This design comes from an exercise in tuning for small area, a short achievable clock period and few clock cycles per item on the open sky130 flow, not from production work. In this exercise RTL edits were held to simulation tests only and were not proved equivalent to the original. Power figures rest on the tool's default switching activity, not on a simulated workload.

$ cat flow/design.v
`timescale 1ns/1ps
package offload_pkg;
    localparam int xlen = 32;
    localparam int hart_num = 2;
    localparam int reg_addr_w = 5;
    typedef logic [xlen-1:0] xlen_t;
    typedef logic [$clog2(hart_num)-1:0] hart_id_t;
    typedef logic [reg_addr_w-1:0] reg_addr_t;
    localparam logic [6:0] opcode_op = 7'b0110011;
    localparam logic [6:0] funct7_muldiv = 7'b0000001;
    localparam logic [6:0] opcode_custom1 = 7'b0101011;
    typedef logic [2:0] muldiv_op_e;
    localparam logic [2:0] mul    = 3'd0;
    localparam logic [2:0] mulh   = 3'd1;
    localparam logic [2:0] mulhsu = 3'd2;
    localparam logic [2:0] mulhu  = 3'd3;
    localparam logic [2:0] div    = 3'd4;
    localparam logic [2:0] divu   = 3'd5;
    localparam logic [2:0] rem    = 3'd6;
    localparam logic [2:0] remu   = 3'd7;
    typedef logic [2:0] accel_op_e;
    localparam logic [2:0] popc  = 3'd0;
    localparam logic [2:0] clz   = 3'd1;
    localparam logic [2:0] brev  = 3'd2;
    localparam logic [2:0] bswap = 3'd3;
    localparam logic [2:0] min   = 3'd4;
    localparam logic [2:0] max   = 3'd5;
    localparam logic [2:0] minu  = 3'd6;
    localparam logic [2:0] maxu  = 3'd7;
endpackage
`timescale 1ns/1ps
module op_dispatch (
    input  logic                             clk,
    input  logic                             rst_n,
    input  logic                             issue,
    input  offload_pkg::hart_id_t            issue_hart,
    input  logic [31:0]                      issue_inst,
    input  logic                             md_free,
    input  logic                             ac_free,
    input  logic                             wb_we,
    input  offload_pkg::hart_id_t            wb_hart,
    output logic                             md_accept,
    output logic                             ac_accept,
    output logic [offload_pkg::hart_num-1:0] hart_blocked
);
    logic is_muldiv;
    logic is_accel;
    logic hart_free;
    assign is_muldiv = (issue_inst[6:0] == offload_pkg::opcode_op) &&
                       (issue_inst[31:25] == offload_pkg::funct7_muldiv);
    assign is_accel  = (issue_inst[6:0] == offload_pkg::opcode_custom1);
    assign hart_free = !hart_blocked[issue_hart];
    assign md_accept = issue && is_muldiv && hart_free && md_free;
    assign ac_accept = issue && is_accel && hart_free && ac_free;
    always_ff @(posedge clk) begin
        if (!rst_n) begin
            hart_blocked <= '0;
        end else begin
            for (int h = 0; h < offload_pkg::hart_num; h++) begin
                hart_blocked[h] <= (hart_blocked[h] && !(wb_we && (wb_hart == h[0]))) ||
                                   ((md_accept || ac_accept) && (issue_hart == h[0]));
            end
        end
    end
endmodule
`timescale 1ns/1ps
module muldiv_unit (
    input  logic                   clk,
    input  logic                   rst_n,
    input  logic                   accept,
    output logic                   free,
    input  logic [2:0]             in_op,
    input  offload_pkg::xlen_t     in_a,
    input  offload_pkg::xlen_t     in_b,
    input  offload_pkg::hart_id_t  in_hart,
    input  offload_pkg::reg_addr_t in_rd,
    output logic                   busy,
    output logic                   done,
    output offload_pkg::xlen_t     result,
    output offload_pkg::hart_id_t  hart,
    output offload_pkg::reg_addr_t rd
);
    localparam logic [2:0] S_IDLE = 3'd0;
    localparam logic [2:0] S_PREP = 3'd1;
    localparam logic [2:0] S_NORM = 3'd2;
    localparam logic [2:0] S_STEP = 3'd3;
    localparam logic [2:0] S_FIX  = 3'd4;
    logic [2:0]  state;
    logic [2:0]  op;
    logic [31:0] x;       
    logic [31:0] y;       
    logic [31:0] h;       
    logic [4:0]  cnt;
    logic [5:0]  clzx;
    logic [5:0]  clzy;
    logic        neg;
    logic        is_div;
    logic        a_signed, b_signed;
    logic        sa, sb;
    logic [31:0] xa, ya;
    logic [5:0]  clz_xa, clz_ya;
    assign is_div   = op[2];
    assign a_signed = (op == offload_pkg::mulh) || (op == offload_pkg::mulhsu) ||
                      (op == offload_pkg::div) || (op == offload_pkg::rem);
    assign b_signed = (op == offload_pkg::mulh) || (op == offload_pkg::div) ||
                      (op == offload_pkg::rem);
    assign sa = a_signed && x[31];
    assign sb = b_signed && y[31];
    assign xa = sa ? -x : x;
    assign ya = sb ? -y : y;
    function automatic logic [5:0] clz32(input logic [31:0] v);
        clz32 = 6'd32;
        for (int i = 0; i < 32; i++) begin
            if (v[i]) clz32 = 31 - i;
        end
    endfunction
    assign clz_xa = clz32(xa);
    assign clz_ya = clz32(ya);
    logic [4:0]  shamt;
    logic [31:0] y_shl;
    logic        b_zero;
    logic        a_small;
    assign b_zero  = clzy[5];
    assign a_small = clzx > clzy;
    assign shamt   = is_div ? (clzy[4:0] - clzx[4:0]) : {clzy[4:1], 1'b0};
    assign y_shl   = y << shamt;
    logic [32:0] diff;
    logic        ge;
    assign diff = {1'b0, x} - {1'b0, y};
    assign ge   = !diff[32];
    logic [1:0]  dig;
    logic [34:0] msum;
    logic [29:0] yinc;
    assign dig  = y[31:30];
    assign msum = {1'b0, h, 2'b00} + (dig[0] ? {3'b000, x} : 35'd0) +
                  (dig[1] ? {2'b00, x, 1'b0} : 35'd0);
    assign yinc = y[29:0] + {29'd0, msum[34]};
    logic [31:0] src;
    logic        cin;
    always_comb begin
        case (op)
            offload_pkg::mul, offload_pkg::div, offload_pkg::divu: src = h;
            offload_pkg::rem, offload_pkg::remu:                   src = x;
            default:                                               src = y;
        endcase
        cin = (op[2] || (op == offload_pkg::mul)) ? 1'b1 : (h == '0);
    end
    assign result = neg ? (~src + {31'd0, cin}) : src;
    assign free = (state == S_IDLE) || (state == S_FIX);
    assign done = (state == S_FIX);
    assign busy = (state != S_IDLE);
    always_ff @(posedge clk) begin
        if (!rst_n) begin
            state <= S_IDLE;
        end else begin
            case (state)
                S_PREP: state <= S_NORM;
                S_NORM: begin
                    if (is_div ? (b_zero || a_small) : clzy[5]) state <= S_FIX;
                    else state <= S_STEP;
                end
                S_STEP: if (cnt == '0) state <= S_FIX;
                default: state <= accept ? S_PREP : S_IDLE;
            endcase
        end
    end
    always_ff @(posedge clk) begin
        case (state)
            S_PREP: begin
                x    <= xa;
                y    <= ya;
                clzx <= clz_xa;
                clzy <= clz_ya;
                if (!op[2]) neg <= sa ^ sb;
                else if (!op[1]) neg <= (sa ^ sb) && (y != '0);
                else neg <= sa;
            end
            S_NORM: begin
                y   <= y_shl;
                h   <= (is_div && b_zero) ? '1 : '0;
                cnt <= is_div ? shamt : ~clzy[4:1] & 5'hf;
            end
            S_STEP: begin
                cnt <= cnt - 5'd1;
                if (is_div) begin
                    if (ge) x <= diff[31:0];
                    h <= {h[30:0], ge};
                    y <= {1'b0, y[31:1]};
                end else begin
                    h <= msum[31:0];
                    y <= {yinc, msum[33:32]};
                end
            end
            default: begin
                if (free) begin
                    x    <= in_a;
                    y    <= in_b;
                    op   <= in_op;
                    hart <= in_hart;
                    rd   <= in_rd;
                end
            end
        endcase
    end
endmodule
`timescale 1ns/1ps
module accel_unit #(
    parameter int accel_latency = 4
) (
    input  logic                   clk,
    input  logic                   rst_n,
    input  logic                   accept,
    output logic                   free,
    input  logic                   grant,
    input  logic [2:0]             in_op,
    input  offload_pkg::xlen_t     in_a,
    input  offload_pkg::xlen_t     in_b,
    input  offload_pkg::hart_id_t  in_hart,
    input  offload_pkg::reg_addr_t in_rd,
    output logic                   busy,
    output logic                   done,
    output offload_pkg::xlen_t     result,
    output offload_pkg::hart_id_t  hart,
    output offload_pkg::reg_addr_t rd
);
    logic        pend;
    logic [2:0]  op;
    logic [31:0] a;
    logic [31:0] b;
    assign free = !pend || grant;
    assign done = pend;
    assign busy = pend;
    always_ff @(posedge clk) begin
        if (!rst_n) begin
            pend <= 1'b0;
        end else if (free) begin
            pend <= accept;
        end
    end
    always_ff @(posedge clk) begin
        if (free) begin
            a    <= in_a;
            b    <= in_b;
            op   <= in_op;
            hart <= in_hart;
            rd   <= in_rd;
        end
    end
    logic [5:0]  pop;
    logic [5:0]  lz;
    logic        lt_s, lt_u, lt;
    logic [31:0] rev;
    always_comb begin
        pop = '0;
        for (int i = 0; i < 32; i++) pop = pop + {5'd0, a[i]};
        lz = 6'd32;
        for (int i = 0; i < 32; i++) if (a[i]) lz = 31 - i;
        for (int i = 0; i < 32; i++) rev[i] = a[31-i];
    end
    assign lt_u = a < b;
    assign lt_s = $signed(a) < $signed(b);
    assign lt   = op[1] ? lt_u : lt_s;
    always_comb begin
        case (op)
            offload_pkg::popc:  result = {26'd0, pop};
            offload_pkg::clz:   result = {26'd0, lz};
            offload_pkg::brev:  result = rev;
            offload_pkg::bswap: result = {a[7:0], a[15:8], a[23:16], a[31:24]};
            default:            result = (lt ^ op[0]) ? a : b;
        endcase
    end
endmodule
`timescale 1ns/1ps
module wb_arbiter (
    input  logic                   clk,
    input  logic                   rst_n,
    input  logic                   md_done,
    input  offload_pkg::xlen_t     md_result,
    input  offload_pkg::hart_id_t  md_hart,
    input  offload_pkg::reg_addr_t md_rd,
    input  logic                   ac_done,
    input  offload_pkg::xlen_t     ac_result,
    input  offload_pkg::hart_id_t  ac_hart,
    input  offload_pkg::reg_addr_t ac_rd,
    output logic                   ac_grant,
    output logic                   wb_we,
    output offload_pkg::hart_id_t  wb_hart,
    output offload_pkg::reg_addr_t wb_rd,
    output offload_pkg::xlen_t     wb_data
);
    assign ac_grant = ac_done && !md_done;
    always_ff @(posedge clk) begin
        if (!rst_n) begin
            wb_we <= 1'b0;
        end else begin
            wb_we <= md_done || ac_done;
        end
    end
    always_ff @(posedge clk) begin
        if (md_done) begin
            wb_data <= md_result;
            wb_hart <= md_hart;
            wb_rd   <= md_rd;
        end else begin
            wb_data <= ac_result;
            wb_hart <= ac_hart;
            wb_rd   <= ac_rd;
        end
    end
endmodule
`timescale 1ns/1ps
module offload_top #(
    parameter int accel_latency = 4
) (
    input  logic                             clk,
    input  logic                             rst_n,
    input  logic                             issue,
    input  offload_pkg::hart_id_t            issue_hart,
    input  logic [31:0]                      issue_inst,
    input  offload_pkg::xlen_t               rs1_val,
    input  offload_pkg::xlen_t               rs2_val,
    output logic [offload_pkg::hart_num-1:0] hart_blocked,
    output logic                             muldiv_busy,
    output logic                             accel_busy,
    output logic                             wb_we,
    output offload_pkg::hart_id_t            wb_hart,
    output offload_pkg::reg_addr_t           wb_rd,
    output offload_pkg::xlen_t               wb_data
);
    logic        md_free, ac_free;
    logic        md_accept, ac_accept;
    logic        md_done, ac_done, ac_grant;
    logic [31:0] md_result, ac_result;
    logic        md_hart, ac_hart;
    logic [4:0]  md_rd, ac_rd;
    op_dispatch u_dispatch (
        .clk(clk),
        .rst_n(rst_n),
        .issue(issue),
        .issue_hart(issue_hart),
        .issue_inst(issue_inst),
        .md_free(md_free),
        .ac_free(ac_free),
        .wb_we(wb_we),
        .wb_hart(wb_hart),
        .md_accept(md_accept),
        .ac_accept(ac_accept),
        .hart_blocked(hart_blocked)
    );
    muldiv_unit u_muldiv (
        .clk(clk),
        .rst_n(rst_n),
        .accept(md_accept),
        .free(md_free),
        .in_op(issue_inst[14:12]),
        .in_a(rs1_val),
        .in_b(rs2_val),
        .in_hart(issue_hart),
        .in_rd(issue_inst[11:7]),
        .busy(muldiv_busy),
        .done(md_done),
        .result(md_result),
        .hart(md_hart),
        .rd(md_rd)
    );
    accel_unit #(
        .accel_latency(accel_latency)
    ) u_accel (
        .clk(clk),
        .rst_n(rst_n),
        .accept(ac_accept),
        .free(ac_free),
        .grant(ac_grant),
        .in_op(issue_inst[14:12]),
        .in_a(rs1_val),
        .in_b(rs2_val),
        .in_hart(issue_hart),
        .in_rd(issue_inst[11:7]),
        .busy(accel_busy),
        .done(ac_done),
        .result(ac_result),
        .hart(ac_hart),
        .rd(ac_rd)
    );
    wb_arbiter u_arbiter (
        .clk(clk),
        .rst_n(rst_n),
        .md_done(md_done),
        .md_result(md_result),
        .md_hart(md_hart),
        .md_rd(md_rd),
        .ac_done(ac_done),
        .ac_result(ac_result),
        .ac_hart(ac_hart),
        .ac_rd(ac_rd),
        .ac_grant(ac_grant),
        .wb_we(wb_we),
        .wb_hart(wb_hart),
        .wb_rd(wb_rd),
        .wb_data(wb_data)
    );
endmodule
$ cat flow/run.sh
#!/bin/bash
# synth_recipe.tcl (not shown) runs the flow's synth.tcl, then flattens the netlist and writes it again
# the make line also repeats each setting of config.mk as NAME=value (left out here)
make -C /OpenROAD-flow-scripts/flow DESIGN_CONFIG=/design/flow/config.mk WORK_HOME=/design/flow/orfs CLKGATE_MAP_FILE= SYNTH_SCRIPT=/design/flow/synth_recipe.tcl finish
$ cat flow/config.mk
export PLATFORM = sky130hd
export DESIGN_NAME = offload_top
export DESIGN_NICKNAME = offload_top
export VERILOG_FILES = /design/flow/design.v
export SDC_FILE = /design/flow/constraint.sdc
export NUM_CORES = 4
export LEC_CHECK = 0
export CAP_MARGIN = 20
export CORE_MARGIN = 2
export CORE_UTILIZATION = 40
export SLEW_MARGIN = 20
$ cat flow/constraint.sdc
create_clock -name core_clock -period 12.0 [get_ports {clk}]
set_input_delay 2.4000 -clock core_clock [delete_from_list [all_inputs] [get_ports {clk}]]
set_output_delay 2.4000 -clock core_clock [all_outputs]
set_load 0.01 [all_outputs]
==> flow_metrics.tcl, run 1 <==
set metrics [dict create \
    antenna_left 0 \
    htreeDepth 1 \
    cp-end-kind "register" \
    critPathRequiredTime_ps 12310 \
    ys_async_sr_fraction_pct 0 \
    grtUsageTotal_pct 30.70 \
    setup_slack_ps 4075 \
    crit_path_max_fanout 31 \
    relSlewSlack_pct 24.67 \
    coreArea_mm2 0.05792 \
    syn_nets 3145 \
    multi_input_area_mm2 0.01510 \
    area.sequential_mm2 0.006788 \
    drive_gt1_share_pct 4.857 \
    syn_area_mm2 0.02350 \
    n_fill_cell 5757 \
    grt_pass1_vias 21530 \
    numCtsBuffers 30 \
    fmax_ghz 0.1262 \
    cts-resized-gates 0 \
    nNetsFinal 3163 \
    drc 0 \
    status "complete, no violations" \
    drtPass1Iterations 8 \
    grt_antenna_before_repair 8 \
    drv_slew 0 \
    startpoint_type "register" \
    ys_types 92 \
    p_leak_uw 0.01087 \
    hp-class "reg -> reg" \
    maxCapViolCount 0 \
    rsz0062_at_grt "no" \
    diodes 0 \
    avgViaCountPerCell 6.176 \
    place_congestion 0.9792 \
    dieWidth_um 246.4 \
    synth_enable_flop_cells 196 \
    critPathSlowestCell "nor3_1" \
    grt_pass1_wl_um 139000 \
    ioPinCount 143 \
    clock_sinks 241 \
    cts_tree "yes" \
    fp.dieH_um 246.4 \
    cts_buffer_depth 3 \
    path_class "reg -> reg" \
    layout_min_cycle_time_ps 7925 \
    pre_cts_ws_ps 4268 \
    grt_max_degree 75 \
    setup_viol 0 \
    avgSynthCellArea_um2 8.215 \
    worstPathArrival_ps 8240 \
    num_rows 88 \
    overflow 0 \
    ys.warnings.count 4 \
    period_share_pct 66.04 \
    area_growth_pct 12.59 \
    drt_iter0_drc 2769 \
    start_util_pct 40.58 \
    vdd_drop_max_mv 0.2058 \
    clkTransAtPathRegs_ps 70 \
    setup_tns_ps 0 \
    fp.dieArea_mm2 0.06071 \
    cts_hold_buffers 0 \
    wirelength_um 94920 \
    dp_hpwl_um 73330 \
    cts_setup_buffers 0 \
    slowest_delay_ps 620 \
    io_buffers 132 \
    drt-wirelength-per-cell_um 25.88 \
    p_per_area_mw_per_mm2 115.6 \
    crit_top_cell "nand2_1" \
    synthFlopType "edfxtp_1" \
    clock_latency_ps 610 \
    stdcell_count 3668 \
    ys_ff_latch 241 \
    hold_viol 0 \
    fin_skew_ps 28.13 \
    utilization_pct 45.69 \
    ys_seq_area_share_pct 28.88 \
    postSynthCellCount 2861 \
    root_buffer "clkbuf_16" \
    dp.cells 3612 \
    worst_pin_slew_ps 1126 \
    finalPower_uw 3059 \
    vias 22660 \
]
-- report_power, final --
part / internal, µW / switching, µW
Clock: 582 / 405
Sequential: 951 / 73.2
Combinational: 435 / 614
Total: 1970 / 1090
-- flip-flops by register name, indices dropped and copies added (netlist names), 2 cells and up --
name                     cells
u_muldiv.x                  32
u_arbiter.wb_data           32
u_muldiv.y                  32
u_accel.b                   32
u_muldiv.cnt                 5
u_arbiter.wb_rd              5
u_muldiv.clzx                6
u_muldiv.state               3
u_muldiv.op                  3
u_accel.op                   3
u_muldiv.rd                  5
u_muldiv.h                  32
u_accel.a                   32
u_dispatch.hart_blocked      2
u_muldiv.clzy                6
u_accel.rd                   5
-- layer usage --
metal	global-route usage, %	up-vias	part of all wire (%)	wire [µm]
met5	0	-	0.044	42
met4	14.78	6	5.4	5110
met3	6.394	221	9.0	8569
met2	49.29	1161	45	42840
met1	39.28	10900	40	38350
li1	-	10370	-	-
-- cell families (layout without fill, tap and decap cells) --
logic type	after synthesis	in the layout	synth area share (%)
simple gates	843	843	16.78
compound gates	829	829	22.26
buf+inv	440	482	7.320
flops	241	241	28.88
fa+ha+maj	184	184	11.62
xor+xnor	174	174	6.484
mux	150	150	6.665
-- Yosys cell counts (8+ instances only) --
master,number,area (µm²)
and4_1,8,70.07
mux2_2,12,135.1
o31ai_1,40,300.3
inv_1,250,938.4
a22oi_1,12,90.09
xnor2_1,120,1051
o221ai_1,19,166.4
clkbuf_1,138,518.0
a21boi_0,11,82.58
buf_2,22,110.1
ha_1,127,1589
edfxtp_1,196,5886
nand3b_1,8,60.06
buf_1,18,67.56
and2_1,12,75.07
a31oi_1,35,219.0
o21a_1,22,165.2
nor2_1,200,750.7
a21o_1,43,322.8
nand2_1,301,1130
a21oi_1,245,1226
nor2b_1,26,162.7
nand4_1,28,175.2
or3_1,21,131.4
fa_1,57,1141
nor3_1,66,330.3
nor4_1,25,156.4
nand2b_1,20,125.1
o22ai_1,38,237.7
a211oi_1,24,180.2
nand3_1,73,365.4
mux2i_1,134,1341
and3_1,24,150.1
o21ai_0,204,1021
dfxtp_1,45,900.9
xor2_1,54,473.0
o211ai_1,22,165.2
a221oi_1,14,122.6
-- path summary, 6_finish.rpt --
| check | startpoint | to | slack (ps) | cells after the start |
|---|---|---|---|---|
| worst max-delay path | u_muldiv.y[30]$_DFFE_PP_ | u_muldiv.y[28]$_DFFE_PP_ | 4070 | 29 |
| worst min-delay path | u_muldiv.rd[4]$_DFFE_PP_ | u_arbiter.wb_rd[4]$_DFF_P_ | 430 | 2 |
| worst max register to register | u_muldiv.y[30]$_DFFE_PP_ | u_muldiv.y[28]$_DFFE_PP_ | 4070 | 29 |
| worst min register to register | u_muldiv.rd[4]$_DFFE_PP_ | u_arbiter.wb_rd[4]$_DFF_P_ | 430 | 2 |
-- layout make-up --
class                   instances  area share (%)
multi-input cells            2180           57.06
flip-flops and latches        241           25.65
repair buffers                170           6.071
inverters                     256           3.632
well taps                     765           3.617
clock buffers                  40           3.338
clock inverters                16          0.6289
-- through the flow --
stage               hold WS (ps)  instance area (µm²)
detailed placement         423.1                25400
finish                     431.3                26460
global route               443.3                26460
CTS                        435.9                26450
floorplan                  408.1                23500
global placement           411.6                25400
-- critical path: cells and delay by family (launching register included) --
kind	cells	cell delay, ps
AOI/OAI and AO/OA	9	2510
and+or+nand+nor	11	2420
adders and majority gates	5	1450
buffers and inverters	3	520
DFF	1	500
xor gates and xnor gates	1	190
-- cells in the final DEF, fill, tap and decap left out, types with 35 or more instances in the layout --
master	n
nand2_1	300
inv_1	250
a21oi_1	245
o21ai_0	201
nor2_1	198
edfxtp_1	196
mux2i_1	133
clkdlybuf4s50_1	132
ha_1	127
xnor2_1	120
nand3_1	73
nor3_1	65
fa_1	57
xor2_1	54
dfxtp_1	44
a21o_1	43
o31ai_1	40
o22ai_1	38
buf_4	38
a31oi_1	35
Testbench counts, summed over its fixed seeds: cycles 16,010, items 2,560.
==> run 2: changes to the inputs <==
--- a/flow/design.v
+++ b/flow/design.v
@@ -120,10 +120,14 @@
     logic [31:0] y_shl;
     logic        b_zero;
     logic        a_small;
+    logic        mswap;
+    logic [5:0]  mclz;
     assign b_zero  = clzy[5];
     assign a_small = clzx > clzy;
-    assign shamt   = is_div ? (clzy[4:0] - clzx[4:0]) : {clzy[4:1], 1'b0};
-    assign y_shl   = y << shamt;
+    assign mswap   = !is_div && a_small;
+    assign mclz    = mswap ? clzx : clzy;
+    assign shamt   = is_div ? (clzy[4:0] - clzx[4:0]) : {mclz[4:1], 1'b0};
+    assign y_shl   = (mswap ? x : y) << shamt;
     logic [32:0] diff;
     logic        ge;
     assign diff = {1'b0, x} - {1'b0, y};
@@ -156,7 +160,7 @@
             case (state)
                 S_PREP: state <= S_NORM;
                 S_NORM: begin
-                    if (is_div ? (b_zero || a_small) : clzy[5]) state <= S_FIX;
+                    if (is_div ? (b_zero || a_small) : mclz[5]) state <= S_FIX;
                     else state <= S_STEP;
                 end
                 S_STEP: if (cnt == '0) state <= S_FIX;
@@ -177,8 +181,9 @@
             end
             S_NORM: begin
                 y   <= y_shl;
+                if (mswap) x <= y;
                 h   <= (is_div && b_zero) ? '1 : '0;
-                cnt <= is_div ? shamt : ~clzy[4:1] & 5'hf;
+                cnt <= is_div ? shamt : {1'b0, ~mclz[4:1]};
             end
             S_STEP: begin
                 cnt <= cnt - 5'd1;
==> flow_metrics.tcl, run 2 <==
set metrics [dict create \
    relSlewSlack_pct 12.02 \
    path_class "reg -> reg" \
    syn_area_mm2 0.02491 \
    numCtsBuffers 35 \
    cts_buffer_depth 3 \
    drv_slew 0 \
    cts-resized-gates 0 \
    root_buffer "clkbuf_16" \
    synthFlopType "edfxtp_1" \
    utilization_pct 45.81 \
    wirelength_um 116500 \
    setup_viol 0 \
    cts_tree "yes" \
    period_share_pct 63.49 \
    yosys.cell_count.top_type "nand2_1" \
    drt-wirelength-per-cell_um 29.66 \
    grtUsageTotal_pct 35.38 \
    dp_hpwl_um 87590 \
    coreArea_mm2 0.06160 \
    drt_iter0_drc 3258 \
    crit_path_max_fanout 41 \
    drive_gt1_share_pct 7.767 \
    grt_pass1_vias 23920 \
    p_per_area_mw_per_mm2 114.8 \
    hp-class "reg -> reg" \
    fp.dieH_um 253.6 \
    rsz0062_at_grt "no" \
    synth_top_area_cell "edfxtp_1" \
    grt_pass1_wl_um 165100 \
    r2r_cells 26 \
    fp.dieArea_mm2 0.06429 \
    worst_pin_slew_ps 1306 \
    vias 25480 \
    place_congestion 1.026 \
    worstPathArrival_ps 7950 \
    setup_tns_ps 0 \
    nNetsFinal 3347 \
    p_leak_uw 0.01120 \
    maxCapViolCount 0 \
    cts_setup_buffers 0 \
    crit_path_end "u_muldiv.y[30]$_DFFE_PN_" \
    grt_max_degree 147 \
    ys_seq_area_share_pct 27.24 \
    io_buffers 132 \
    vdd_drop_max_mv 0.09612 \
    start_util_pct 40.44 \
    clock_latency_ps 580 \
    timing.rr.end "u_muldiv.y[30]$_DFFE_PN_" \
    synth_top_cell_area_share_pct 23.63 \
    status "complete, no violations" \
    cts_hold_buffers 0 \
    cp-end-kind "register" \
    fmax_ghz 0.1313 \
    startpoint_type "register" \
    avgViaCountPerCell 6.488 \
    ys_top_cells_by_count "nand2_1 (303), o21ai_0 (241), inv_1 (240)" \
    ioPinCount 143 \
    dieWidth_um 253.6 \
    ys_ff_latch 241 \
    synthTopCellsByArea "edfxtp_1 (24%), ha_1 (6.4%), o21ai_0 (4.8%), a21oi_1 (4.7%), mux2i_1 (4.7%)" \
    rr_startpoint "u_muldiv.y[30]$_DFFE_PN_" \
    clock_sinks 241 \
    avgSynthCellArea_um2 8.203 \
    n_fill_cell 6144 \
    ys_types 100 \
    grt_antenna_before_repair 6 \
    fin_skew_ps 21.37 \
    synth_enable_flop_cells 196 \
    htreeDepth 2 \
    antenna_left 0 \
    ys.warnings.count 4 \
    hold_viol 0 \
    postSynthCellCount 3037 \
    syn_nets 3321 \
    final_common_cell "nand2_1" \
    num_rows 91 \
    drtPass1Iterations 9 \
    ys_async_sr_fraction_pct 0 \
    final_cell_mix "nand2_1 (301), inv_1 (239), o21ai_0 (238), a21oi_1 (234), nor2_1 (198)" \
    overflow 0 \
    layout_min_cycle_time_ps 7619 \
    critPathRequiredTime_ps 12340 \
    r2r_setup_slack_ps 4380 \
    clkTransAtPathRegs_ps 70 \
    critPathLaunch "u_muldiv.y[30]$_DFFE_PN_" \
    area_growth_pct 13.27 \
    drc 0 \
]
run 2: cell types whose count changed in the layout (fill, tap and decap cells not counted), sizes merged, moves of 10 or more:
cell,delta
o31ai,+19
mux2,+28
clkinv,+17
a222oi,+21
o22ai,+12
a31o,+10
a21oi,-11
mux2i,-18
inv,-12
o21ai,+37
buf,+30
run 2: cells by family after synthesis:
| kind of cell | Yosys count | synth area share [%] |
|---|---|---|
| multiplexers | 158 | 6.650 |
| flip-flops | 241 | 27.24 |
| AND/OR/NAND/NOR | 851 | 16.39 |
| buffers and inverters | 467 | 7.273 |
| XOR/XNOR | 179 | 6.323 |
| adder cells (fa/ha/maj) | 184 | 10.96 |
| AO/OA/AOI/OAI | 957 | 25.16 |
run 2: power breakdown:
| part | leakage, µW | internal (µW) | switching [µW] |
|---|---|---|---|
| combinational | 0.00826 | 471 | 677 |
| sequential | 0.00236 | 952 | 67.0 |
| clock | 0.000576 | 622 | 452 |
run 2: how the worst min path moves through the flow:
| stage | startpoint | end | slack, ps | cells past startpoint |
|---|---|---|---|---|
| floorplan | u_muldiv.hart$_DFFE_PP_ | u_arbiter.wb_hart$_DFF_P_ | 450 | 1 |
| global placement | u_muldiv.rd[4]$_DFFE_PP_ | u_arbiter.wb_rd[4]$_DFF_P_ | 450 | 1 |
| detailed placement | u_muldiv.hart$_DFFE_PP_ | u_arbiter.wb_hart$_DFF_P_ | 450 | 1 |
| CTS | u_muldiv.hart$_DFFE_PP_ | u_arbiter.wb_hart$_DFF_P_ | 470 | 1 |
| global route | u_accel.rd[1]$_DFFE_PP_ | u_arbiter.wb_rd[1]$_DFF_P_ | 490 | 1 |
| finish | u_accel.rd[1]$_DFFE_PP_ | u_arbiter.wb_rd[1]$_DFF_P_ | 470 | 1 |
run 2: metal layers:
layer | GRT usage [%] | wire length (µm) | vias to the layer above
met2 | 55.01 | 51480 | 1574
met1 | 44.38 | 44580 | 12370
met5 | 0 | 24 | -
met4 | 20.32 | 7535 | 4
li1 | - | - | 11210
met3 | 9.167 | 12880 | 325
run 2: stage by stage:
step                      hold slack (ps)  total power [µW]  cells  worst slack, ps  instance area (µm²)
after floorplan                     447.8              1741   3037             6116                24910
after global placement              452.9              2134   3863             4774                27050
after detailed placement            454.9              2159   3863             4696                27050
after CTS                           472.9              3238   3927             4650                28210
after global routing                490.5              3381   3928             4238                28220
final                               469.4              3240   3928             4381                28220
run 2: cell type report:
type | count | area, µm² | share of cell area [%]
antenna | 1 | 2.502 | 0.008868
clock buffer | 44 | 962.2 | 3.410
inverter | 256 | 960.9 | 3.405
multi-input combinational | 2329 | 16410 | 58.16
clock inverter | 20 | 200.2 | 0.7095
timing repair buffer | 200 | 1844 | 6.536
sequential | 241 | 6789 | 24.06
tap | 837 | 1047 | 3.711
run 2: worst max-delay path: stages, from the launching register on:
cell	delay, ps
edfxtp_1	320
buf_4	450
inv_1	290
nor2_1	170
ha_1	270
ha_1	290
inv_1	80
fa_1	420
nor2b_1	130
o21a_1	130
o21a_1	160
o31a_1	220
o31ai_1	170
o32ai_1	840
a31oi_1	400
o21ai_0	300
o31a_1	440
ha_1	330
ha_1	270
and3_1	380
and2_1	300
nand2_1	80
nor2_1	150
xnor2_1	80
o211ai_1	170
o211ai_1	150
o32a_1	340
Testbench counts of run 2, summed over its fixed seeds: cycles 14,048, items 2,560.
==> run 3: changes to the inputs <==
==> flow/flow/run.sh (new file) <==
#!/bin/bash
set -euo pipefail
MARGIN=$(cat flow/margin.txt)
bash standard.sh SETUP_SLACK_MARGIN=$MARGIN finish > standard_flow.log 2>&1
==> flow/flow/margin.txt (new file) <==
6.5
==> flow/standard.sh (new file) <==
#!/bin/bash
# synth_recipe.tcl (not shown) runs the flow's synth.tcl, then flattens the netlist and writes it again
# the make line also repeats each setting of config.mk as NAME=value (left out here)
make -C /OpenROAD-flow-scripts/flow DESIGN_CONFIG=/design/flow/config.mk WORK_HOME=/design/flow/orfs CLKGATE_MAP_FILE= SYNTH_SCRIPT=/design/flow/synth_recipe.tcl "${@:-finish}"
removed: flow/run.sh
==> flow_metrics.tcl, run 3 <==
set metrics [dict create \
    status "complete, no violations" \
    drv_slew 0 \
    grt_pass1_wl_um 165800 \
    clock_sinks 241 \
    ys_types 100 \
    cts_hold_buffers 0 \
    layout_min_cycle_time_ps 5699 \
    crit_path_max_fanout 4 \
    seqPwrFrac_pct 30.5 \
    coreArea_mm2 0.06160 \
    critPathRequiredTime_ps 12310 \
    synthAdderAreaFrac_pct 10.96 \
    p_clk_share_pct 31.3 \
    clkTransAtPathRegs_ps 60 \
    ys_ff_latch 241 \
    grt_max_degree 93 \
    nNetsFinal 3394 \
    swShare_pct 37.38 \
    grt_antenna_before_repair 3 \
    grt_pass1_vias 24470 \
    maxCapViolCount 0 \
    synth_xor_area_share_pct 6.323 \
    worst_pin_slew_ps 1124 \
    vias 26000 \
    r2r_cells 25 \
    root_buffer "clkbuf_16" \
    fp.dieArea_mm2 0.06429 \
    relSlewSlack_pct 23.16 \
    synthTopCellsByArea "edfxtp_1 (24%), ha_1 (6.4%), o21ai_0 (4.8%), a21oi_1 (4.7%), mux2i_1 (4.7%)" \
    hp-class "reg -> reg" \
    yosys.cell_count.top_type "nand2_1" \
    stdcell_count 3974 \
    area.sequential_mm2 0.006789 \
    synth_top_cell_area_share_pct 23.63 \
    startpoint_type "register" \
    drc 0 \
    ys.warnings.count 4 \
    synth_compound_area_share_pct 25.16 \
    cts_tree "yes" \
    pre_cts_ws_ps 5306 \
    dp.cells 3863 \
    area_growth_pct 16.24 \
    syn_nets 3321 \
    io_buffers 132 \
    place_congestion 1.033 \
    path_class "reg -> reg" \
    power_switching_uw 1246 \
    p_per_area_mw_per_mm2 115.1 \
    drtPass1Iterations 9 \
    ioPinCount 143 \
    synth-simple-area-share_pct 16.39 \
    drt-wirelength-per-cell_um 29.30 \
    dp_hpwl_um 85330 \
    r2r_setup_slack_ps 6300 \
    dieWidth_um 253.6 \
    avgSynthCellArea_um2 8.203 \
    internal_power_uw 2087 \
    synthMuxAreaShare_pct 6.650 \
    timing.rr.end "u_muldiv.y[30]$_DFFE_PN_" \
    worstPathArrival_ps 6010 \
    setup_tns_ps 0 \
    grtUsageTotal_pct 35.27 \
    overflow 0 \
    rr_startpoint "u_muldiv.x[1]$_DFFE_PP_" \
    num_rows 91 \
    rsz0062_at_grt "yes" \
    cp-end-kind "register" \
    synth_top_area_cell "edfxtp_1" \
    final_cell_mix "nand2_1 (298), inv_1 (234), o21ai_0 (228), a21oi_1 (228), edfxtp_1 (196)" \
    crit_path_end "u_muldiv.y[30]$_DFFE_PN_" \
    fmax_ghz 0.1755 \
    numCtsBuffers 34 \
    synth_top_family_by_area "compound AO/OA/AOI/OAI gates" \
    setup_slack_ps 6301 \
    htreeDepth 2 \
    critPathLaunch "u_muldiv.x[1]$_DFFE_PP_" \
    clock_latency_ps 570 \
    ys_seq_area_share_pct 27.24 \
    synthFlopType "edfxtp_1" \
    start_util_pct 40.44 \
    fp.dieH_um 253.6 \
    cts_buffer_depth 3 \
    synth_enable_flop_cells 196 \
    wirelength_um 116400 \
    setup_viol 0 \
    power_frac_comb_pct 38.2 \
    vdd_drop_max_mv 0.1015 \
    hold_viol 0 \
    avgViaCountPerCell 6.541 \
    fin_skew_ps 37.23 \
    n_fill_cell 5975 \
    drt_iter0_drc 3686 \
    ys_top_cells_by_count "nand2_1 (303), o21ai_0 (241), inv_1 (240)" \
    syn_area_mm2 0.02491 \
    antenna_left 0 \
    ys_async_sr_fraction_pct 0 \
    p_leak_uw 0.01151 \
    period_share_pct 47.50 \
    multi_input_area_mm2 0.01668 \
    final_common_cell "nand2_1" \
    drive_gt1_share_pct 10.53 \
    postSynthCellCount 3037 \
]
run 3: how the worst min path moves through the flow:
stage / from / end / slack [ps] / cells after the start
2_1_floorplan: u_muldiv.hart$_DFFE_PP_ / u_arbiter.wb_hart$_DFF_P_ / 450 / 1
3_3_place_gp: u_muldiv.rd[1]$_DFFE_PP_ / u_arbiter.wb_rd[1]$_DFF_P_ / 450 / 1
3_5_place_dp: u_accel.rd[2]$_DFFE_PP_ / u_arbiter.wb_rd[2]$_DFF_P_ / 460 / 1
4_1_cts: u_accel.rd[2]$_DFFE_PP_ / u_arbiter.wb_rd[2]$_DFF_P_ / 470 / 1
5_1_grt: u_muldiv.rd[1]$_DFFE_PP_ / u_arbiter.wb_rd[1]$_DFF_P_ / 490 / 1
6_report: u_accel.rd[2]$_DFFE_PP_ / u_arbiter.wb_rd[2]$_DFF_P_ / 470 / 1
run 3: timing repair:
item	in CTS	in global routing
setup endpoints to repair	36	29
cloned	4	1
pin swaps	25	41
gates resized for setup	48	30
endpoints found under the hold margin	0	0
buffers inserted	31	12
run 3: routing by layer:
metal | global-route usage (%) | routed length (µm) | vias up
li1 | - | - | 11310
met1 | 43.61 | 43020 | 12480
met2 | 54.82 | 50670 | 1784
met3 | 9.464 | 14040 | 424
met4 | 21.52 | 8705 | 0
met5 | 0 | 0 | -
run 3: kinds of logic after synthesis:
logic type / Yosys count
xor+xnor: 179
mux: 158
simple gates: 851
compound gates: 957
fa+ha+maj: 184
buf+inv: 467
flops: 241
run 3: final cells by class:
cell class / instances / area share [%]
inverter: 256 / 3.331
multi-input combinational: 2329 / 57.62
timing repair buffer: 248 / 8.132
clock buffer: 38 / 3.098
clock inverter: 21 / 0.7216
sequential: 241 / 23.45
antenna: 4 / 0.03457
tap: 837 / 3.617
run 3: stage by stage:
| step | cell area [µm²] | util [%] | hold WS [ps] | total power [µW] |
|---|---|---|---|---|
| after detailed placement | 27050 | 43.91 | 459.6 | 2174 |
| final | 28960 | 47.01 | 467.9 | 3333 |
| after global routing | 28950 | 46.99 | 488.4 | 3461 |
| after floorplan | 24940 | - | 447.8 | 1742 |
| after CTS | 28720 | 46.63 | 473.1 | 3293 |
| after global placement | 27040 | 43.90 | 450.5 | 2143 |
run 3: worst max-delay path: stages, from the launching register on:
cell and delay (ps):
edfxtp_1 620, nand2_4 70, fa_1 460, inv_1 70, ha_2 180, inv_2 40
fa_2 330, nor2b_1 140, o21a_1 160, o21a_1 140, o31a_1 250, o31ai_4 130
o32ai_4 340, a31oi_4 150, o21ai_2 150, o31a_1 400, ha_4 240, ha_4 140
and3_4 250, and2_4 190, nand2_2 60, nor2_2 130, xnor2_1 70, o211ai_1 170
o211ai_1 200, o32a_1 370
run 3: power groups by stage:
stage / clock, µW / sequential (µW) / combinational, µW
final: 1040 / 1020 / 1270
after global routing: 1080 / 1020 / 1370
after CTS: 1050 / 1010 / 1230
after detailed placement: 0 / 1030 / 1140
after global placement: 0 / 1030 / 1110
after floorplan: 0 / 1000 / 741
==> run 4: changes to the inputs <==
--- a/flow/design.v
+++ b/flow/design.v
@@ -80,25 +80,21 @@
     output offload_pkg::hart_id_t  hart,
     output offload_pkg::reg_addr_t rd
 );
-    localparam logic [2:0] S_IDLE = 3'd0;
-    localparam logic [2:0] S_PREP = 3'd1;
-    localparam logic [2:0] S_NORM = 3'd2;
-    localparam logic [2:0] S_STEP = 3'd3;
-    localparam logic [2:0] S_FIX  = 3'd4;
-    logic [2:0]  state;
+    logic        st_prep;
+    logic        st_norm;
+    logic        st_step;
+    logic        st_fix;
     logic [2:0]  op;
     logic [31:0] x;       
     logic [31:0] y;       
     logic [31:0] h;       
     logic [4:0]  cnt;
-    logic [5:0]  clzx;
-    logic [5:0]  clzy;
     logic        neg;
     logic        is_div;
     logic        a_signed, b_signed;
     logic        sa, sb;
     logic [31:0] xa, ya;
-    logic [5:0]  clz_xa, clz_ya;
+    logic [5:0]  clzx, clzy;
     assign is_div   = op[2];
     assign a_signed = (op == offload_pkg::mulh) || (op == offload_pkg::mulhsu) ||
                       (op == offload_pkg::div) || (op == offload_pkg::rem);
@@ -106,7 +102,6 @@
                       (op == offload_pkg::rem);
     assign sa = a_signed && x[31];
     assign sb = b_signed && y[31];
-    assign xa = sa ? -x : x;
     assign ya = sb ? -y : y;
     function automatic logic [5:0] clz32(input logic [31:0] v);
         clz32 = 6'd32;
@@ -114,8 +109,14 @@
             if (v[i]) clz32 = 31 - i;
         end
     endfunction
-    assign clz_xa = clz32(xa);
-    assign clz_ya = clz32(ya);
+    assign clzx = clz32(x);
+    assign clzy = clz32(y);
+    logic        in_as, in_bs, in_prep;
+    assign in_as   = (in_op == offload_pkg::mulh) || (in_op == offload_pkg::mulhsu) ||
+                     (in_op == offload_pkg::div) || (in_op == offload_pkg::rem);
+    assign in_bs   = (in_op == offload_pkg::mulh) || (in_op == offload_pkg::div) ||
+                     (in_op == offload_pkg::rem);
+    assign in_prep = (in_as && in_a[31]) || (in_bs && in_b[31]);
     logic [4:0]  shamt;
     logic [31:0] y_shl;
     logic        b_zero;
@@ -128,84 +129,110 @@
     assign mclz    = mswap ? clzx : clzy;
     assign shamt   = is_div ? (clzy[4:0] - clzx[4:0]) : {mclz[4:1], 1'b0};
     assign y_shl   = (mswap ? x : y) << shamt;
-    logic [32:0] diff;
-    logic        ge;
-    assign diff = {1'b0, x} - {1'b0, y};
-    assign ge   = !diff[32];
-    logic [1:0]  dig;
-    logic [34:0] msum;
-    logic [29:0] yinc;
-    assign dig  = y[31:30];
-    assign msum = {1'b0, h, 2'b00} + (dig[0] ? {3'b000, x} : 35'd0) +
-                  (dig[1] ? {2'b00, x, 1'b0} : 35'd0);
-    assign yinc = y[29:0] + {29'd0, msum[34]};
     logic [31:0] src;
     logic        cin;
+    logic        do_neg;
     always_comb begin
-        case (op)
-            offload_pkg::mul, offload_pkg::div, offload_pkg::divu: src = h;
-            offload_pkg::rem, offload_pkg::remu:                   src = x;
-            default:                                               src = y;
-        endcase
-        cin = (op[2] || (op == offload_pkg::mul)) ? 1'b1 : (h == '0);
+        if (st_prep) begin
+            src    = x;
+            cin    = 1'b1;
+            do_neg = sa;
+        end else begin
+            case (op)
+                offload_pkg::mul, offload_pkg::div, offload_pkg::divu: src = h;
+                offload_pkg::rem, offload_pkg::remu:                   src = x;
+                default:                                               src = y;
+            endcase
+            cin    = (op[2] || (op == offload_pkg::mul)) ? 1'b1 : (h == '0);
+            do_neg = neg;
+        end
     end
-    assign result = neg ? (~src + {31'd0, cin}) : src;
-    assign free = (state == S_IDLE) || (state == S_FIX);
-    assign done = (state == S_FIX);
-    assign busy = (state != S_IDLE);
+    logic [1:0]  dig;
+    logic [34:0] p0, p1, p2;
+    logic        acin;
+    logic [34:0] asum;
+    assign dig = y[31:30];
+    always_comb begin
+        p0   = '0;
+        p1   = '0;
+        p2   = '0;
+        acin = 1'b0;
+        if (st_step) begin
+            if (is_div) begin
+                p0   = {3'b000, x};
+                p1   = {3'b000, ~y};
+                acin = 1'b1;
+            end else begin
+                p0 = {1'b0, h, 2'b00};
+                p1 = dig[0] ? {3'b000, x} : 35'd0;
+                p2 = dig[1] ? {2'b00, x, 1'b0} : 35'd0;
+            end
+        end else begin
+            p1   = {3'b000, do_neg ? ~src : src};
+            acin = do_neg && cin;
+        end
+    end
+    assign asum = p0 + p1 + p2 + {34'd0, acin};
+    logic [32:0] diff;
+    logic        ge;
+    logic [34:0] msum;
+    logic [29:0] yp1;
+    logic [29:0] yinc;
+    assign diff = asum[32:0];
+    assign ge   = asum[32];
+    assign msum = asum;
+    assign yp1  = y[29:0] + 30'd1;
+    assign yinc = msum[34] ? yp1 : y[29:0];
+    assign result = asum[31:0];
+    assign xa     = asum[31:0];
+    logic skip;
+    assign skip = is_div ? (b_zero || a_small) : mclz[5];
+    assign free = !(st_prep || st_norm || st_step);
+    assign done = st_fix;
+    assign busy = st_prep || st_norm || st_step || st_fix;
     always_ff @(posedge clk) begin
         if (!rst_n) begin
-            state <= S_IDLE;
+            st_prep <= 1'b0;
+            st_norm <= 1'b0;
+            st_step <= 1'b0;
+            st_fix  <= 1'b0;
         end else begin
-            case (state)
-                S_PREP: state <= S_NORM;
-                S_NORM: begin
-                    if (is_div ? (b_zero || a_small) : mclz[5]) state <= S_FIX;
-                    else state <= S_STEP;
-                end
-                S_STEP: if (cnt == '0) state <= S_FIX;
-                default: state <= accept ? S_PREP : S_IDLE;
-            endcase
+            st_prep <= free && accept && in_prep;
+            st_norm <= st_prep || (free && accept && !in_prep);
+            st_step <= (st_norm && !skip) || (st_step && (cnt != '0));
+            st_fix  <= (st_norm && skip) || (st_step && (cnt == '0));
         end
     end
     always_ff @(posedge clk) begin
-        case (state)
-            S_PREP: begin
-                x    <= xa;
-                y    <= ya;
-                clzx <= clz_xa;
-                clzy <= clz_ya;
-                if (!op[2]) neg <= sa ^ sb;
-                else if (!op[1]) neg <= (sa ^ sb) && (y != '0);
-                else neg <= sa;
-            end
-            S_NORM: begin
-                y   <= y_shl;
-                if (mswap) x <= y;
-                h   <= (is_div && b_zero) ? '1 : '0;
-                cnt <= is_div ? shamt : {1'b0, ~mclz[4:1]};
-            end
-            S_STEP: begin
-                cnt <= cnt - 5'd1;
-                if (is_div) begin
-                    if (ge) x <= diff[31:0];
-                    h <= {h[30:0], ge};
-                    y <= {1'b0, y[31:1]};
-                end else begin
-                    h <= msum[31:0];
-                    y <= {yinc, msum[33:32]};
-                end
-            end
-            default: begin
-                if (free) begin
-                    x    <= in_a;
-                    y    <= in_b;
-                    op   <= in_op;
-                    hart <= in_hart;
-                    rd   <= in_rd;
-                end
+        if (st_prep) begin
+            x    <= xa;
+            y    <= ya;
+            if (!op[2]) neg <= sa ^ sb;
+            else if (!op[1]) neg <= (sa ^ sb) && (y != '0);
+            else neg <= sa;
+        end else if (st_norm) begin
+            y   <= y_shl;
+            if (mswap) x <= y;
+            h   <= (is_div && b_zero) ? '1 : '0;
+            cnt <= is_div ? shamt : {1'b0, ~mclz[4:1]};
+        end else if (st_step) begin
+            cnt <= cnt - 5'd1;
+            if (is_div) begin
+                if (ge) x <= diff[31:0];
+                h <= {h[30:0], ge};
+                y <= {1'b0, y[31:1]};
+            end else begin
+                h <= msum[31:0];
+                y <= {yinc, msum[33:32]};
             end
-        endcase
+        end else begin
+            x    <= in_a;
+            y    <= in_b;
+            op   <= in_op;
+            hart <= in_hart;
+            rd   <= in_rd;
+            neg  <= 1'b0;
+        end
     end
 endmodule
 `timescale 1ns/1ps
@@ -229,12 +256,27 @@
     output offload_pkg::reg_addr_t rd
 );
     logic        pend;
-    logic [2:0]  op;
-    logic [31:0] a;
-    logic [31:0] b;
+    logic [1:0]  op;      
+    logic [31:0] v;
     assign free = !pend || grant;
     assign done = pend;
     assign busy = pend;
+    logic        sflip;
+    logic        lt;
+    logic [31:0] rev;
+    logic [31:0] v_in;
+    assign sflip = !in_op[1];
+    assign lt    = {in_a[31] ^ sflip, in_a[30:0]} < {in_b[31] ^ sflip, in_b[30:0]};
+    always_comb begin
+        for (int i = 0; i < 32; i++) rev[i] = in_a[31-i];
+        case (in_op)
+            offload_pkg::brev:  v_in = rev;
+            offload_pkg::bswap: v_in = {in_a[7:0], in_a[15:8], in_a[23:16], in_a[31:24]};
+            offload_pkg::popc,
+            offload_pkg::clz:   v_in = in_a;
+            default:            v_in = (lt ^ in_op[0]) ? in_a : in_b;
+        endcase
+    end
     always_ff @(posedge clk) begin
         if (!rst_n) begin
             pend <= 1'b0;
@@ -244,34 +286,25 @@
     end
     always_ff @(posedge clk) begin
         if (free) begin
-            a    <= in_a;
-            b    <= in_b;
-            op   <= in_op;
+            v    <= v_in;
+            op   <= (in_op == offload_pkg::popc) ? 2'd1 : (in_op == offload_pkg::clz) ? 2'd2 : 2'd0;
             hart <= in_hart;
             rd   <= in_rd;
         end
     end
-    logic [5:0]  pop;
-    logic [5:0]  lz;
-    logic        lt_s, lt_u, lt;
-    logic [31:0] rev;
+    logic [5:0] pop;
+    logic [5:0] lz;
     always_comb begin
         pop = '0;
-        for (int i = 0; i < 32; i++) pop = pop + {5'd0, a[i]};
+        for (int i = 0; i < 32; i++) pop = pop + {5'd0, v[i]};
         lz = 6'd32;
-        for (int i = 0; i < 32; i++) if (a[i]) lz = 31 - i;
-        for (int i = 0; i < 32; i++) rev[i] = a[31-i];
+        for (int i = 0; i < 32; i++) if (v[i]) lz = 31 - i;
     end
-    assign lt_u = a < b;
-    assign lt_s = $signed(a) < $signed(b);
-    assign lt   = op[1] ? lt_u : lt_s;
     always_comb begin
         case (op)
-            offload_pkg::popc:  result = {26'd0, pop};
-            offload_pkg::clz:   result = {26'd0, lz};
-            offload_pkg::brev:  result = rev;
-            offload_pkg::bswap: result = {a[7:0], a[15:8], a[23:16], a[31:24]};
-            default:            result = (lt ^ op[0]) ? a : b;
+            2'd1:    result = {26'd0, pop};
+            2'd2:    result = {26'd0, lz};
+            default: result = v;
         endcase
     end
 endmodule
==> flow/flow/margin.txt (replaced) <==
7.0
==> flow_metrics.tcl, run 4 <==
set metrics [dict create \
    ys_ff_latch 197 \
    syn_nets 2892 \
    stdcell_area_mm2 0.02966 \
    ys_top_cells_by_count "nand2_1 (247), a21oi_1 (230), nor2_1 (226)" \
    synth_top_cell_area_share_pct 21.42 \
    drive_gt1_share_pct 29.60 \
    place_area_mm2 0.02320 \
    ys.warnings.count 4 \
    setup_slack_ps 6556 \
    crit_chain "inv_2 > ha_4 > inv_2 > fa_1 > fa_1 > fa_1 > fa_1 > fa_1 > fa_1 > fa_2 > fa_2 > inv_2 > a21o_1 > a21oi_2 > xnor2_1 > a221oi_2 > a211o_1 > o21ai_1" \
    numCtsBuffers 17 \
    drt-wirelength-per-cell_um 30.04 \
    postSynthCellCount 2641 \
    worstPathArrival_ps 5840 \
    synth_top_area_cell "edfxtp_1" \
    crit_family "adder cells" \
    cp-end-kind "register" \
    syn_area_mm2 0.02117 \
    fin_skew_ps 25.25 \
    worst_pin_slew_ps 1014 \
    drtPass1Iterations 10 \
    antenna_left 0 \
    clock_latency_ps 530 \
    r2r_setup_slack_ps 6560 \
    htreeDepth 4 \
    ioPinCount 143 \
    avgViaCountPerCell 6.703 \
    start_util_pct 40.37 \
    crit_path_max_fanout 2 \
    fmax_ghz 0.1837 \
    grt_pass1_vias 22740 \
    cts_hold_buffers 0 \
    slowest_delay_ps 540 \
    critPathRequiredTime_ps 12400 \
    hp-class "reg -> reg" \
    stdcell_count 3648 \
    startpoint_type "register" \
    ys_types 98 \
    pre_cts_ws_ps 5012 \
    synth_enable_flop_cells 151 \
    drv_slew 0 \
    num_rows 84 \
    cts_tree "yes" \
    drc 0 \
    cts_buffer_depth 2 \
    vdd_drop_max_mv 0.5393 \
    area.sequential_mm2 0.005461 \
    fp.dieH_um 234.1 \
    wirelength_um 109600 \
    status "complete, no violations" \
    root_buffer "clkbuf_16" \
    avgSynthCellArea_um2 8.017 \
    dieWidth_um 234.1 \
    multi_input_area_mm2 0.01684 \
    synthTopCellsByArea "edfxtp_1 (21%), ha_1 (5.5%), fa_1 (5.5%), a21oi_1 (5.4%), nand2_1 (4.4%)" \
    ys_async_sr_fraction_pct 0 \
    ys_seq_area_share_pct 25.77 \
    grt_antenna_before_repair 5 \
    final_common_cell "nand2_1" \
    synthFlopType "edfxtp_1" \
    maxCapViolCount 0 \
    dp.cells 3312 \
    clock_sinks 197 \
    nNetsFinal 3194 \
    period_share_pct 45.37 \
    place_congestion 1.060 \
    area_growth_pct 40.10 \
    clkTransAtPathRegs_ps 90 \
    path_class "reg -> reg" \
    vias 24450 \
    dp_hpwl_um 71940 \
    fp.dieArea_mm2 0.05479 \
    utilization_pct 56.56 \
    setup_viol 0 \
    critPathSlowestCell "fa_1" \
    grt_pass1_wl_um 154500 \
    p_per_area_mw_per_mm2 132.8 \
    io_buffers 132 \
    final_cell_mix "nand2_1 (232), buf_4 (227), nor2_1 (202), inv_1 (195), a21oi_1 (181)" \
    layout_min_cycle_time_ps 5444 \
    coreArea_mm2 0.05245 \
    grt_max_degree 86 \
    cp_num_buf_inv 3 \
    relSlewSlack_pct 32.19 \
    crit_top_cell "fa_1" \
    n_fill_cell 4592 \
    rsz0062_at_grt "yes" \
    grtUsageTotal_pct 39.00 \
    yosys.cell_count.top_type "nand2_1" \
    hold_viol 0 \
    setup_tns_ps 0 \
    p_leak_uw 0.01196 \
    drt_iter0_drc 4060 \
    overflow 0 \
]
## run 4: cell types whose count changed in the layout (fill, tap and decap cells not counted), sizes merged, moves of 23 or more
cell,change
o21ai,-60
nand2,-56
o31ai,-41
a221o,+23
ha,-34
clkdlybuf4s50,-47
nor2,+24
dlygate4sd2,+29
a31oi,-30
buf,+241
mux2i,-47
mux2,+26
xnor2,-64
edfxtp,-45
## run 4: path summary, 6_finish.rpt
path                                start                            to  cells after the start
setup / recovery   u_accel.v[1]$_DFFE_PP_  u_arbiter.wb_data[4]$_DFF_P_                     18
hold / removal    u_accel.rd[3]$_DFFE_PP_    u_arbiter.wb_rd[3]$_DFF_P_                      1
setup reg to reg   u_accel.v[1]$_DFFE_PP_  u_arbiter.wb_data[4]$_DFF_P_                     18
hold reg to reg   u_accel.rd[3]$_DFFE_PP_    u_arbiter.wb_rd[3]$_DFF_P_                      1
## run 4: cells by family (layout without fill, tap and decap cells)
logic type	after synthesis	count (layout)	share of synthesized area, %
compound gates	805	808	25.25
xor+xnor	120	120	4.964
fa+ha+maj	151	151	10.98
buf+inv	426	735	7.972
flops	197	197	25.77
mux	135	135	6.902
other cells	0	4	0
simple gates	807	810	18.17
## run 4: metrics by stage
stage | total power [µW] | hold slack (ps)
floorplan | 1991 | 443.4
CTS | 3573 | 480.8
global placement | 2498 | 451.2
finish | 3940 | 477.3
global route | 4106 | 489.1
detailed placement | 2520 | 456.1
## run 4: what timing repair did
item | in CTS | in global routing
resized for setup | 515 | 207
gates cloned | 24 | 2
buffers inserted | 199 | 75
pin swaps | 145 | 162
setup endpoints to repair | 187 | 161
## run 4: power by group
group | internal (µW) | leakage (µW) | switching, µW
clock network | 296 | 0.000310 | 361
registers | 788 | 0.00194 | 64.8
logic | 1200 | 0.00971 | 1230
## run 4: metal layers
layer	GRT usage, %	vias up	part of all wire [%]
met5	1.518	-	0.012
met2	57.14	2022	41
met4	26.60	2	8.3
met1	49.38	11660	37
met3	11.24	538	13
li1	-	10240	-
## run 4: cell type report
| cell class | instances | share of cell area, % |
|---|---|---|
| inverters | 221 | 2.936 |
| repair inverters | 1 | 0.02953 |
| clock buffers | 17 | 1.434 |
| flip-flops and latches | 197 | 18.41 |
| clock inverters | 15 | 0.7255 |
| multi-input cells | 2024 | 56.76 |
| repair buffers | 481 | 16.77 |
| diodes | 4 | 0.03374 |
| well taps | 688 | 2.902 |
Testbench counts of run 4, summed over its fixed seeds: cycles 13,269, items 2,560.
==> run 5: changes to the inputs <==
--- a/flow/design.v
+++ b/flow/design.v
@@ -91,18 +91,9 @@
     logic [4:0]  cnt;
     logic        neg;
     logic        is_div;
-    logic        a_signed, b_signed;
-    logic        sa, sb;
-    logic [31:0] xa, ya;
+    logic        fa, fb;      
     logic [5:0]  clzx, clzy;
     assign is_div   = op[2];
-    assign a_signed = (op == offload_pkg::mulh) || (op == offload_pkg::mulhsu) ||
-                      (op == offload_pkg::div) || (op == offload_pkg::rem);
-    assign b_signed = (op == offload_pkg::mulh) || (op == offload_pkg::div) ||
-                      (op == offload_pkg::rem);
-    assign sa = a_signed && x[31];
-    assign sb = b_signed && y[31];
-    assign ya = sb ? -y : y;
     function automatic logic [5:0] clz32(input logic [31:0] v);
         clz32 = 6'd32;
         for (int i = 0; i < 32; i++) begin
@@ -116,7 +107,12 @@
                      (in_op == offload_pkg::div) || (in_op == offload_pkg::rem);
     assign in_bs   = (in_op == offload_pkg::mulh) || (in_op == offload_pkg::div) ||
                      (in_op == offload_pkg::rem);
-    assign in_prep = (in_as && in_a[31]) || (in_bs && in_b[31]);
+    logic        in_na, in_nb, in_neg;
+    assign in_na   = in_as && in_a[31];
+    assign in_nb   = in_bs && in_b[31];
+    assign in_prep = in_na || in_nb;
+    assign in_neg  = !in_op[2] ? (in_na ^ in_nb) :
+                     !in_op[1] ? ((in_na ^ in_nb) && (in_b != '0)) : in_na;
     logic [4:0]  shamt;
     logic [31:0] y_shl;
     logic        b_zero;
@@ -134,9 +130,9 @@
     logic        do_neg;
     always_comb begin
         if (st_prep) begin
-            src    = x;
+            src    = fa ? x : y;
             cin    = 1'b1;
-            do_neg = sa;
+            do_neg = 1'b1;
         end else begin
             case (op)
                 offload_pkg::mul, offload_pkg::div, offload_pkg::divu: src = h;
@@ -184,32 +180,34 @@
     assign yp1  = y[29:0] + 30'd1;
     assign yinc = msum[34] ? yp1 : y[29:0];
     assign result = asum[31:0];
-    assign xa     = asum[31:0];
     logic skip;
     assign skip = is_div ? (b_zero || a_small) : mclz[5];
     assign free = !(st_prep || st_norm || st_step);
     assign done = st_fix;
-    assign busy = st_prep || st_norm || st_step || st_fix;
     always_ff @(posedge clk) begin
         if (!rst_n) begin
             st_prep <= 1'b0;
             st_norm <= 1'b0;
             st_step <= 1'b0;
             st_fix  <= 1'b0;
+            busy    <= 1'b0;
         end else begin
-            st_prep <= free && accept && in_prep;
-            st_norm <= st_prep || (free && accept && !in_prep);
+            busy    <= (free && accept) || st_prep || st_norm || st_step;
+            st_prep <= (free && accept && in_prep) || (st_prep && fa && fb);
+            st_norm <= (st_prep && !(fa && fb)) || (free && accept && !in_prep);
             st_step <= (st_norm && !skip) || (st_step && (cnt != '0));
             st_fix  <= (st_norm && skip) || (st_step && (cnt == '0));
         end
     end
     always_ff @(posedge clk) begin
         if (st_prep) begin
-            x    <= xa;
-            y    <= ya;
-            if (!op[2]) neg <= sa ^ sb;
-            else if (!op[1]) neg <= (sa ^ sb) && (y != '0);
-            else neg <= sa;
+            if (fa) begin
+                x  <= asum[31:0];
+                fa <= 1'b0;
+            end else begin
+                y  <= asum[31:0];
+                fb <= 1'b0;
+            end
         end else if (st_norm) begin
             y   <= y_shl;
             if (mswap) x <= y;
@@ -231,7 +229,9 @@
             op   <= in_op;
             hart <= in_hart;
             rd   <= in_rd;
-            neg  <= 1'b0;
+            neg  <= in_neg;
+            fa   <= in_na;
+            fb   <= in_nb;
         end
     end
 endmodule
@@ -261,18 +261,62 @@
     assign free = !pend || grant;
     assign done = pend;
     assign busy = pend;
+    function automatic logic [3:0] popc8(input logic [7:0] b);
+        logic s0, c0, s1, c1, s2, c2, t0, t1, u0, u1, v0, v1;
+        s0 = b[0] ^ b[1] ^ b[2];
+        c0 = (b[0] & b[1]) | (b[0] & b[2]) | (b[1] & b[2]);
+        s1 = b[3] ^ b[4] ^ b[5];
+        c1 = (b[3] & b[4]) | (b[3] & b[5]) | (b[4] & b[5]);
+        s2 = b[6] ^ b[7];
+        c2 = b[6] & b[7];
+        t0 = s0 ^ s1 ^ s2;
+        t1 = (s0 & s1) | (s0 & s2) | (s1 & s2);
+        u0 = c0 ^ c1 ^ c2;
+        u1 = (c0 & c1) | (c0 & c2) | (c1 & c2);
+        v0 = t1 ^ u0;
+        v1 = t1 & u0;
+        popc8 = {u1 & v1, u1 ^ v1, v0, t0};
+    endfunction
+    function automatic logic less32(input logic [31:0] a, input logic [31:0] b);
+        logic [31:0] lt1, eq1;
+        logic [15:0] lt2, eq2;
+        logic [7:0]  lt3, eq3;
+        logic [3:0]  lt4, eq4;
+        logic [1:0]  lt5, eq5;
+        lt1 = ~a & b;
+        eq1 = ~(a ^ b);
+        for (int i = 0; i < 16; i++) begin
+            lt2[i] = lt1[2*i+1] | (eq1[2*i+1] & lt1[2*i]);
+            eq2[i] = eq1[2*i+1] & eq1[2*i];
+        end
+        for (int i = 0; i < 8; i++) begin
+            lt3[i] = lt2[2*i+1] | (eq2[2*i+1] & lt2[2*i]);
+            eq3[i] = eq2[2*i+1] & eq2[2*i];
+        end
+        for (int i = 0; i < 4; i++) begin
+            lt4[i] = lt3[2*i+1] | (eq3[2*i+1] & lt3[2*i]);
+            eq4[i] = eq3[2*i+1] & eq3[2*i];
+        end
+        for (int i = 0; i < 2; i++) begin
+            lt5[i] = lt4[2*i+1] | (eq4[2*i+1] & lt4[2*i]);
+            eq5[i] = eq4[2*i+1] & eq4[2*i];
+        end
+        less32 = lt5[1] | (eq5[1] & lt5[0]);
+    endfunction
     logic        sflip;
     logic        lt;
     logic [31:0] rev;
     logic [31:0] v_in;
+    logic [3:0]  bytecnt [4];
     assign sflip = !in_op[1];
-    assign lt    = {in_a[31] ^ sflip, in_a[30:0]} < {in_b[31] ^ sflip, in_b[30:0]};
+    assign lt    = less32({in_a[31] ^ sflip, in_a[30:0]}, {in_b[31] ^ sflip, in_b[30:0]});
     always_comb begin
         for (int i = 0; i < 32; i++) rev[i] = in_a[31-i];
+        for (int j = 0; j < 4; j++) bytecnt[j] = popc8(in_a[8*j +: 8]);
         case (in_op)
             offload_pkg::brev:  v_in = rev;
             offload_pkg::bswap: v_in = {in_a[7:0], in_a[15:8], in_a[23:16], in_a[31:24]};
-            offload_pkg::popc,
+            offload_pkg::popc:  v_in = {16'd0, bytecnt[3], bytecnt[2], bytecnt[1], bytecnt[0]};
             offload_pkg::clz:   v_in = in_a;
             default:            v_in = (lt ^ in_op[0]) ? in_a : in_b;
         endcase
@@ -295,8 +339,7 @@
     logic [5:0] pop;
     logic [5:0] lz;
     always_comb begin
-        pop = '0;
-        for (int i = 0; i < 32; i++) pop = pop + {5'd0, v[i]};
+        pop = {2'd0, v[3:0]} + {2'd0, v[7:4]} + {2'd0, v[11:8]} + {2'd0, v[15:12]};
         lz = 6'd32;
         for (int i = 0; i < 32; i++) if (v[i]) lz = 31 - i;
     end
==> flow/flow/run.sh (replaced) <==
#!/bin/bash
set -euo pipefail
MARGIN=$(cat flow/margin.txt)
TNS=$(cat flow/tns.txt)
bash standard.sh SETUP_SLACK_MARGIN=$MARGIN TNS_END_PERCENT=$TNS finish > standard_flow.log 2>&1
==> flow/flow/margin.txt (replaced) <==
6.5
==> flow/flow/tns.txt (new file) <==
0
--- a/flow/config.mk
+++ b/flow/config.mk
@@ -7,5 +7,5 @@
 export LEC_CHECK = 0
 export CAP_MARGIN = 20
 export CORE_MARGIN = 2
-export CORE_UTILIZATION = 40
+export CORE_UTILIZATION = 60
 export SLEW_MARGIN = 20
==> flow_metrics.tcl, run 5 <==
set metrics [dict create \
    p_per_area_mw_per_mm2 112.4 \
    area.sequential_mm2 0.005534 \
    coreArea_mm2 0.03370 \
    antenna_left 0 \
    yosys.cell_count.top_type "nand2_1" \
    layout_min_cycle_time_ps 6118 \
    clock_sinks 200 \
    cts_tree "yes" \
    io_buffers 132 \
    grt_pass1_vias 21280 \
    grt.met3_usage_pct 19.79 \
    hold_viol 0 \
    ys_seq_area_share_pct 26.75 \
    drt_iter0_drc 4790 \
    synthTopCellsByArea "edfxtp_1 (22%), ha_1 (6.1%), a21oi_1 (5.6%), o21ai_0 (5.5%), fa_1 (5.4%)" \
    overflow 0 \
    avgViaCountPerCell 7.515 \
    grtUsageTotal_pct 50.15 \
    htreeDepth 4 \
    clock_latency_ps 490 \
    maxCapViolCount 0 \
    postSynthCellCount 2580 \
    fp.dieH_um 189.6 \
    ioPinCount 143 \
    stdcell_area_mm2 0.02456 \
    ys_ff_latch 200 \
    status "complete, no violations" \
    critPathLaunch "u_muldiv.y[1]$_DFFE_PP_" \
    timing.rr.end "u_muldiv.y[25]$_DFFE_PP_" \
    grt_antenna_before_repair 8 \
    grt_util_met2_pct 71.41 \
    crit_path_max_fanout 13 \
    synth_xor_area_share_pct 4.876 \
    dieWidth_um 189.6 \
    rsz0062_at_grt "yes" \
    p_leak_uw 0.009695 \
    cp-end-kind "register" \
    drive_gt1_share_pct 13.79 \
    nNetsFinal 2884 \
    start_util_pct 61.30 \
    critPathRequiredTime_ps 12240 \
    drt-wirelength-per-cell_um 30.32 \
    place_area_mm2 0.02213 \
    hp-class "reg -> reg" \
    dp_hpwl_um 64290 \
    cts_buffer_depth 2 \
    startpoint_type "register" \
    vdd_drop_max_mv 0.1066 \
    synth_top_area_cell "edfxtp_1" \
]
-- run 5: changes by cell type after synthesis, moves of 13 or more --
cell / previous run / this run
mux2_2: 60 / 44
nor3_1: 71 / 51
o21ai_0: 176 / 228
o311ai_0: 3 / 20
nand3_1: 69 / 82
xnor2_1: 65 / 84
inv_1: 213 / 182
clkbuf_1: 152 / 184
nor2_1: 226 / 185
xor2_1: 55 / 31
a221oi_1: 11 / 38
a221o_1: 35 / 4
-- run 5: cell type report --
| cell class | count | area share [%] |
|---|---|---|
| multi-input combinational | 1975 | 59.18 |
| sequential | 200 | 22.53 |
| timing repair buffer | 249 | 10.57 |
| inverter | 184 | 2.898 |
| tap | 448 | 2.282 |
| clock buffer | 18 | 1.747 |
| clock inverter | 14 | 0.7640 |
| antenna | 3 | 0.03056 |
-- run 5: routing by layer --
metal	up-vias	share of wire [%]
li1	9537	-
met1	10760	34
met2	2292	40
met3	631	18
met4	12	8.5
met5	-	0.18
-- run 5: logic make-up (layout without fill, tap and decap cells) --
group,after synthesis,after routing
AO/OA/AOI/OAI,859,860
AND/OR/NAND/NOR,726,727
buffers and inverters,407,465
flip-flops,200,200
adder cells (fa/ha/maj),157,157
multiplexers,116,116
XOR/XNOR,115,115
other,0,3
-- run 5: critical path, cell delays in order, from the launching register on --
cell and delay, ps:
edfxtp_1 490, inv_2 130, ha_4 120, o21bai_1 60, a21oi_1 150, o21bai_1 110, a21oi_2 220, o21ai_1 110
a21oi_1 220, o21ai_1 100, a21oi_2 210, o21ai_2 90, a311o_1 390, a21oi_2 200, o21bai_1 160, ha_4 340
a31oi_2 100, o311a_4 370, buf_4 150, nor4_4 120, buf_4 220, a21oi_4 140, o21ai_0 620, mux2i_2 220
mux2i_1 260, o22ai_1 180, nor3_1 270, nand2_1 90
-- run 5: through the flow --
| step | setup slack, ps | total power [µW] | instances | hold WS (ps) |
|---|---|---|---|---|
| finish | 5882 | 2761 | 3091 | 475.0 |
| global route | 5774 | 2829 | 3088 | 495.4 |
| CTS | 6232 | 2626 | 3068 | 479.5 |
| detailed placement | 4445 | 1898 | 2982 | 460.3 |
| global placement | 4577 | 1866 | 2982 | 448.2 |
| floorplan | 6468 | 1516 | 2580 | 434.2 |
-- run 5: worst min path at each step --
stage,end,cells past startpoint,start
final,u_arbiter.wb_rd[0]$_DFF_P_,1,u_accel.rd[0]$_DFFE_PP_
after CTS,u_arbiter.wb_rd[0]$_DFF_P_,1,u_accel.rd[0]$_DFFE_PP_
after detailed placement,u_arbiter.wb_rd[0]$_DFF_P_,1,u_accel.rd[0]$_DFFE_PP_
after floorplan,u_arbiter.wb_data[31]$_DFF_P_,2,u_accel.v[31]$_DFFE_PP_
after global placement,u_arbiter.wb_rd[1]$_DFF_P_,1,u_muldiv.rd[1]$_DFFE_PP_
after global routing,u_arbiter.wb_hart$_DFF_P_,1,u_accel.hart$_DFFE_PP_
-- run 5: power by group --
part / internal [µW] / total (µW) / switching, µW
logic: 490 / 1220 / 734
registers: 806 / 895 / 89.3
clock network: 290 / 642 / 352
-- run 5: repair_timing --
| item | 4_1_cts | 5_1_grt |
|---|---|---|
| endpoints found under the hold margin | 0 | 0 |
| endpoints found under the setup margin | 157 | 150 |
| resized for setup | 168 | 68 |
| buffers inserted | 43 | 16 |
| pin swaps | 35 | 30 |
| cloned | 11 | 4 |
Testbench counts of run 5, summed over its fixed seeds: cycles 13,311, items 2,560.
